Background: an optimization exercise with open tools, aiming at small area. Do not read the settings as production practice.
The RTL was checked by simulation tests, not by an equivalence proof against the original design.

==> build 23 <==
==> flow/design.v <==
package grf_pkg;
    localparam int unsigned GP_IDX_DEF  = 28;
    localparam logic [31:0] GP_INIT_DEF = 32'h0000_1000;
    localparam int unsigned SP_IDX_DEF  = 29;
    localparam logic [31:0] SP_INIT_DEF = 32'h0000_2ffc;
    localparam int unsigned REG_ZERO    = 0;
    function automatic integer slice_lo(input integer port, input integer width);
        slice_lo = port * width;
    endfunction
endpackage
import grf_pkg::*;
module grf_scoreboard
#(
    parameter int unsigned AW = 5
) (
    input  logic               clk,
    input  logic               clr,
    input  logic               iss_v_i,
    input  logic [AW-1:0]      iss_a_i,
    input  logic               we1_i,
    input  logic [AW-1:0]      wa1_i,
    input  logic               col_i,
    output logic [2**AW-1:0]   busy_o,
    output logic               busy_any_o,
    output logic               waw_err_o
);
    localparam int unsigned Depth = 2**AW;
    logic [Depth-1:0] busy_q, busy_d;
    logic             busy_any_q;
    logic             waw_err_q;
    logic             set_v, retire_v, dbl_iss;
    always_comb begin
        set_v    = iss_v_i && (iss_a_i != AW'(REG_ZERO));
        retire_v = we1_i && (wa1_i != AW'(REG_ZERO));
        dbl_iss  = set_v && busy_q[iss_a_i] && !(retire_v && (wa1_i == iss_a_i));
        busy_d   = busy_q;
        if (retire_v) busy_d[wa1_i] = 1'b0;
        if (set_v) busy_d[iss_a_i] = 1'b1;
    end
    always_ff @(posedge clk) begin
        if (clr) begin
            busy_q     <= '0;
            busy_any_q <= 1'b0;
            waw_err_q  <= 1'b0;
        end else begin
            busy_q     <= busy_d;
            busy_any_q <= |busy_d;
            waw_err_q  <= dbl_iss || col_i;
        end
    end
    assign busy_o     = busy_q;
    assign busy_any_o = busy_any_q;
    assign waw_err_o  = waw_err_q;
endmodule
import grf_pkg::*;
module grf_sb
#(
    parameter int unsigned DW      = 32,
    parameter int unsigned AW      = 5,
    parameter int unsigned NRD     = 2,
    parameter int unsigned GP_IDX  = GP_IDX_DEF,
    parameter logic [DW-1:0] GP_INIT = DW'(GP_INIT_DEF),
    parameter int unsigned SP_IDX  = SP_IDX_DEF,
    parameter logic [DW-1:0] SP_INIT = DW'(SP_INIT_DEF)
) (
    input  logic              clk,
    input  logic              clr,
    input  logic [NRD*AW-1:0] ra,
    output logic [NRD*DW-1:0] rd,
    output logic [NRD-1:0]    rbusy,
    input  logic              we0,
    input  logic [AW-1:0]     wa0,
    input  logic [DW-1:0]     wd0,
    input  logic              we1,
    input  logic [AW-1:0]     wa1,
    input  logic [DW-1:0]     wd1,
    input  logic              iss_v,
    input  logic [AW-1:0]     iss_a,
    output logic              waw_err,
    output logic              busy_any
);
    localparam int unsigned Depth = 2**AW;
    logic [DW-1:0]    mem_q [Depth];
    logic [Depth-1:0] busy;
    logic             wr0_v, wr1_v, col;
    assign wr0_v = we0 && (wa0 != AW'(REG_ZERO));
    assign wr1_v = we1 && (wa1 != AW'(REG_ZERO));
    assign col   = wr0_v && wr1_v && (wa0 == wa1);
    always_ff @(posedge clk) begin
        if (clr) begin
            for (int k = 0; k < Depth; k++) begin
                if (k == GP_IDX)      mem_q[k] <= GP_INIT;
                else if (k == SP_IDX) mem_q[k] <= SP_INIT;
                else                  mem_q[k] <= '0;
            end
        end else begin
            if (wr1_v) mem_q[wa1] <= wd1;
            if (wr0_v) mem_q[wa0] <= wd0;
        end
    end
    grf_scoreboard #(
        .AW(AW)
    ) u_scoreboard (
        .clk       (clk),
        .clr       (clr),
        .iss_v_i   (iss_v),
        .iss_a_i   (iss_a),
        .we1_i     (we1),
        .wa1_i     (wa1),
        .col_i     (col),
        .busy_o    (busy),
        .busy_any_o(busy_any),
        .waw_err_o (waw_err)
    );
    for (genvar i = 0; i < NRD; i++) begin : g_rd
        logic [AW-1:0] addr;
        logic [DW-1:0] data;
        assign addr = ra[i*AW +: AW];
        always_comb begin
            if (addr == AW'(REG_ZERO))       data = '0;
            else if (we0 && (wa0 == addr))   data = wd0;
            else if (we1 && (wa1 == addr))   data = wd1;
            else                             data = mem_q[addr];
        end
        assign rd[i*DW +: DW] = data;
        assign rbusy[i] = busy[addr] && !(we1 && (wa1 == addr));
    end
endmodule
==> flow/run.sh <==
#!/bin/bash
# synth_recipe.tcl (not shown) runs the flow's synth.tcl, then flattens the netlist and writes it again
# the make line also repeats each setting of config.mk as NAME=value (left out here)
make -C /OpenROAD-flow-scripts/flow DESIGN_CONFIG=/design/flow/config.mk WORK_HOME=/design/flow/orfs CLKGATE_MAP_FILE= SYNTH_SCRIPT=/design/flow/synth_recipe.tcl finish
==> flow/config.mk <==
export PLATFORM = sky130hd
export DESIGN_NAME = grf_sb
export DESIGN_NICKNAME = grf_sb
export VERILOG_FILES = /design/flow/design.v
export SDC_FILE = /design/flow/constraint.sdc
export NUM_CORES = 4
export LEC_CHECK = 0
export CAP_MARGIN = 20
export CORE_MARGIN = 2
export CORE_UTILIZATION = 40
export SLEW_MARGIN = 20
==> flow/constraint.sdc <==
create_clock -name core_clock -period 7.0 [get_ports {clk}]
set_input_delay 1.4000 -clock core_clock [delete_from_list [all_inputs] [get_ports {clk}]]
set_output_delay 1.4000 -clock core_clock [all_outputs]
set_load 0.01 [all_outputs]
==> trial 12 (differences from build 23) <==
==> flow/design.v (replaced) <==
package grf_pkg;
    localparam int unsigned GP_IDX_DEF  = 28;
    localparam logic [31:0] GP_INIT_DEF = 32'h0000_1000;
    localparam int unsigned SP_IDX_DEF  = 29;
    localparam logic [31:0] SP_INIT_DEF = 32'h0000_2ffc;
    localparam int unsigned REG_ZERO    = 0;
    function automatic integer slice_lo(input integer port, input integer width);
        slice_lo = port * width;
    endfunction
endpackage
module grf_aoi222 (
    input  logic a0, b0, a1, b1, a2, b2,
    output logic y
);
    assign y = ~((a0 & b0) | (a1 & b1) | (a2 & b2));
endmodule
import grf_pkg::*;
module grf_sb
#(
    parameter int unsigned DW      = 32,
    parameter int unsigned AW      = 5,
    parameter int unsigned NRD     = 2,
    parameter int unsigned GP_IDX  = GP_IDX_DEF,
    parameter logic [DW-1:0] GP_INIT = DW'(GP_INIT_DEF),
    parameter int unsigned SP_IDX  = SP_IDX_DEF,
    parameter logic [DW-1:0] SP_INIT = DW'(SP_INIT_DEF)
) (
    input  logic              clk,
    input  logic              clr,
    input  logic [NRD*AW-1:0] ra,
    output logic [NRD*DW-1:0] rd,
    output logic [NRD-1:0]    rbusy,
    input  logic              we0,
    input  logic [AW-1:0]     wa0,
    input  logic [DW-1:0]     wd0,
    input  logic              we1,
    input  logic [AW-1:0]     wa1,
    input  logic [DW-1:0]     wd1,
    input  logic              iss_v,
    input  logic [AW-1:0]     iss_a,
    output logic              waw_err,
    output logic              busy_any
);
    localparam int unsigned Depth = 2**AW;
    localparam int unsigned NAoi  = (Depth + 1) / 3;
    logic             ph;
    logic             wr0_v, wr1_v, col;
    logic [DW-1:0]    bus0, bus1;           
    logic [DW-1:0]    wbus0_z, wbus0_o;     
    logic [Depth-1:0] dec0, dec1, deci;     
    logic [DW-1:0]    st [Depth];
    assign wr0_v = we0 && (wa0 != AW'(REG_ZERO));
    assign wr1_v = we1 && (wa1 != AW'(REG_ZERO));
    assign col   = wr0_v && wr1_v && (wa0 == wa1);
    always_comb begin
        for (int r = 0; r < Depth; r++) begin
            dec0[r] = wr0_v && (wa0 == AW'(r));
            dec1[r] = wr1_v && (wa1 == AW'(r));
            deci[r] = iss_v && (iss_a == AW'(r)) && (r != REG_ZERO);
        end
    end
    always_ff @(posedge clk) begin
        if (clr) ph <= 1'b0;
        else     ph <= ~ph;
    end
    assign bus0    = wd0 ^ {DW{ph}};
    assign bus1    = wd1 ^ {DW{ph}};
    assign wbus0_z = bus0 | {DW{clr}};
    assign wbus0_o = bus0 & {DW{~clr}};
    assign st[0] = '0;
    for (genvar r = 1; r < Depth; r++) begin : g_reg
        logic          s0, s1, hold;
        logic [DW-1:0] q, d, init, src0;
        assign init = (r == GP_IDX) ? GP_INIT : (r == SP_IDX) ? SP_INIT : '0;
        assign s0   = clr || dec0[r];
        assign s1   = !clr && dec1[r] && !dec0[r];
        assign hold = !(s0 || s1);
        for (genvar b = 0; b < DW; b++) begin : g_bit
            assign src0[b] = init[b] ? wbus0_o[b] : wbus0_z[b];
            grf_aoi222 u_nx (
                .a0(hold), .b0(q[b]), .a1(s0), .b1(src0[b]), .a2(s1), .b2(bus1[b]),
                .y(d[b])
            );
        end
        always_ff @(posedge clk) q <= d;
        assign st[r] = q;
    end
    logic [Depth-1:1] busy_q, busy_d;
    logic [Depth-1:0] busy;
    logic             busy_any_q, waw_err_q, dbl_iss;
    always_comb begin
        busy_d  = (busy_q & ~dec1[Depth-1:1]) | deci[Depth-1:1];
        dbl_iss = |(deci[Depth-1:1] & busy_q & ~dec1[Depth-1:1]);
    end
    assign busy = {busy_q, 1'b0};
    always_ff @(posedge clk) begin
        if (clr) begin
            busy_q     <= '0;
            busy_any_q <= 1'b0;
            waw_err_q  <= 1'b0;
        end else begin
            busy_q     <= busy_d;
            busy_any_q <= |busy_d;
            waw_err_q  <= dbl_iss || col;
        end
    end
    assign busy_any = busy_any_q;
    assign waw_err  = waw_err_q;
    for (genvar i = 0; i < NRD; i++) begin : g_rd
        logic [AW-1:0]       addr;
        logic                nz, byp0, byp1, nbyp, hit1;
        logic [3*NAoi-1:0]   sel;
        logic [DW-1:0]       term [3*NAoi];
        logic [NAoi-1:0]     y [DW];
        logic [DW-1:0]       regv, outv;
        assign addr = ra[i*AW +: AW];
        assign nz   = (addr != AW'(REG_ZERO));
        assign hit1 = we1 && (wa1 == addr);
        assign byp0 = nz && we0 && (wa0 == addr);
        assign byp1 = nz && hit1 && !byp0;
        assign nbyp = !byp0 && !byp1;
        always_comb begin
            sel = '0;
            for (int r = 1; r < Depth; r++) begin
                sel[r-1]  = (addr == AW'(r));
                term[r-1] = st[r];
            end
            for (int t = Depth - 1; t < 3*NAoi; t++) term[t] = '0;
        end
        for (genvar b = 0; b < DW; b++) begin : g_bit
            for (genvar k = 0; k < NAoi; k++) begin : g_aoi
                if (3*k + 2 < Depth - 1) begin : g_full
                    grf_aoi222 u_rd (
                        .a0(sel[3*k]),   .b0(term[3*k][b]),
                        .a1(sel[3*k+1]), .b1(term[3*k+1][b]),
                        .a2(sel[3*k+2]), .b2(term[3*k+2][b]),
                        .y(y[b][k])
                    );
                end else begin : g_part
                    assign y[b][k] = ~((sel[3*k] & term[3*k][b]) |
                                       (sel[3*k+1] & term[3*k+1][b]));
                end
            end
            assign regv[b] = ~(&y[b]);
            grf_aoi222 u_byp (
                .a0(byp0), .b0(bus0[b]), .a1(byp1), .b1(bus1[b]), .a2(nbyp), .b2(regv[b]),
                .y(outv[b])
            );
            assign rd[i*DW + b] = ~outv[b] ^ (ph && nz);
        end
        assign rbusy[i] = busy[addr] && !hit1;
    end
endmodule
--- a/flow/config.mk
+++ b/flow/config.mk
@@ -7,5 +7,9 @@
 export LEC_CHECK = 0
 export CAP_MARGIN = 20
 export CORE_MARGIN = 2
-export CORE_UTILIZATION = 40
+export CORE_UTILIZATION = 30
+export PLACE_DENSITY = 0.42
+export SETUP_SLACK_MARGIN = 0.3
 export SLEW_MARGIN = 20
+export SYNTH_HIERARCHICAL = 1
+export SYNTH_MINIMUM_KEEP_SIZE = 0
==> metrics.cfg <==
[outcome]
status=finished clean

[yosys]
synth_top_family_by_area=compound AO/OA/AOI/OAI gates

[critical_path]
cp_cell_sequence=clkdlybuf4s15_2 -> or3b_4 -> buf_12 -> buf_4 -> nor2_2 -> a222oi_1 -> nand4_1 -> a2111o_1 -> a222oi_1 -> xor2_1 -> buf_4 -> clkdlybuf4s50_1

[cells_and_area]
area_growth_pct=29.25

That was trial 12.
==> metrics.cfg <==
[outcome]
status=finished clean

[cells_and_area]
inv_count=11
area_growth_pct=12.86
nNonClkBuffers=440

[floorplanning]
io_pins=162

[critical_path]
cp_cell_sequence=buf_8 -> buf_12 -> xor2_1 -> nor4_1 -> and3_1 -> nor2_1 -> a211oi_1 -> nor3_1 -> buf_4 -> clkdlybuf4s50_1

[yosys]
synth_top_family_by_area=multiplexers

That was build 23.

[what the ideal ports hide]
Ports are ideal in the flow. The routed layouts listed here were re-timed in OpenROAD.
Step 1 (the two cells are an assumption about what drives the block):
set clk [get_ports {clk}]
set_driving_cell -lib_cell sky130_fd_sc_hd__clkbuf_16 $clk
set_driving_cell -lib_cell sky130_fd_sc_hd__buf_2 [delete_from_list [all_inputs] $clk]
Step 2 moves the port delays by t, midway between the first and last clock arrival at a register: inputs arrive t later, outputs are due t later. That takes back most of the time a late clock gives input paths.
a / b / c = ideal ports / drivers / drivers and shift; a / b = the first two.
run	t (ns)	slack for setup (ns)	cell pins on the clock port's net
build 23	0.825	0.148 / 0.098 / 0.098	1
trial 12	0.847	0.251 / 0.229 / 0.229	1
After both steps every run listed still meets setup and hold. The setup slack of build 23, which loses most, moves by -0.050 ns with the drivers and by -0.050 ns with both steps.
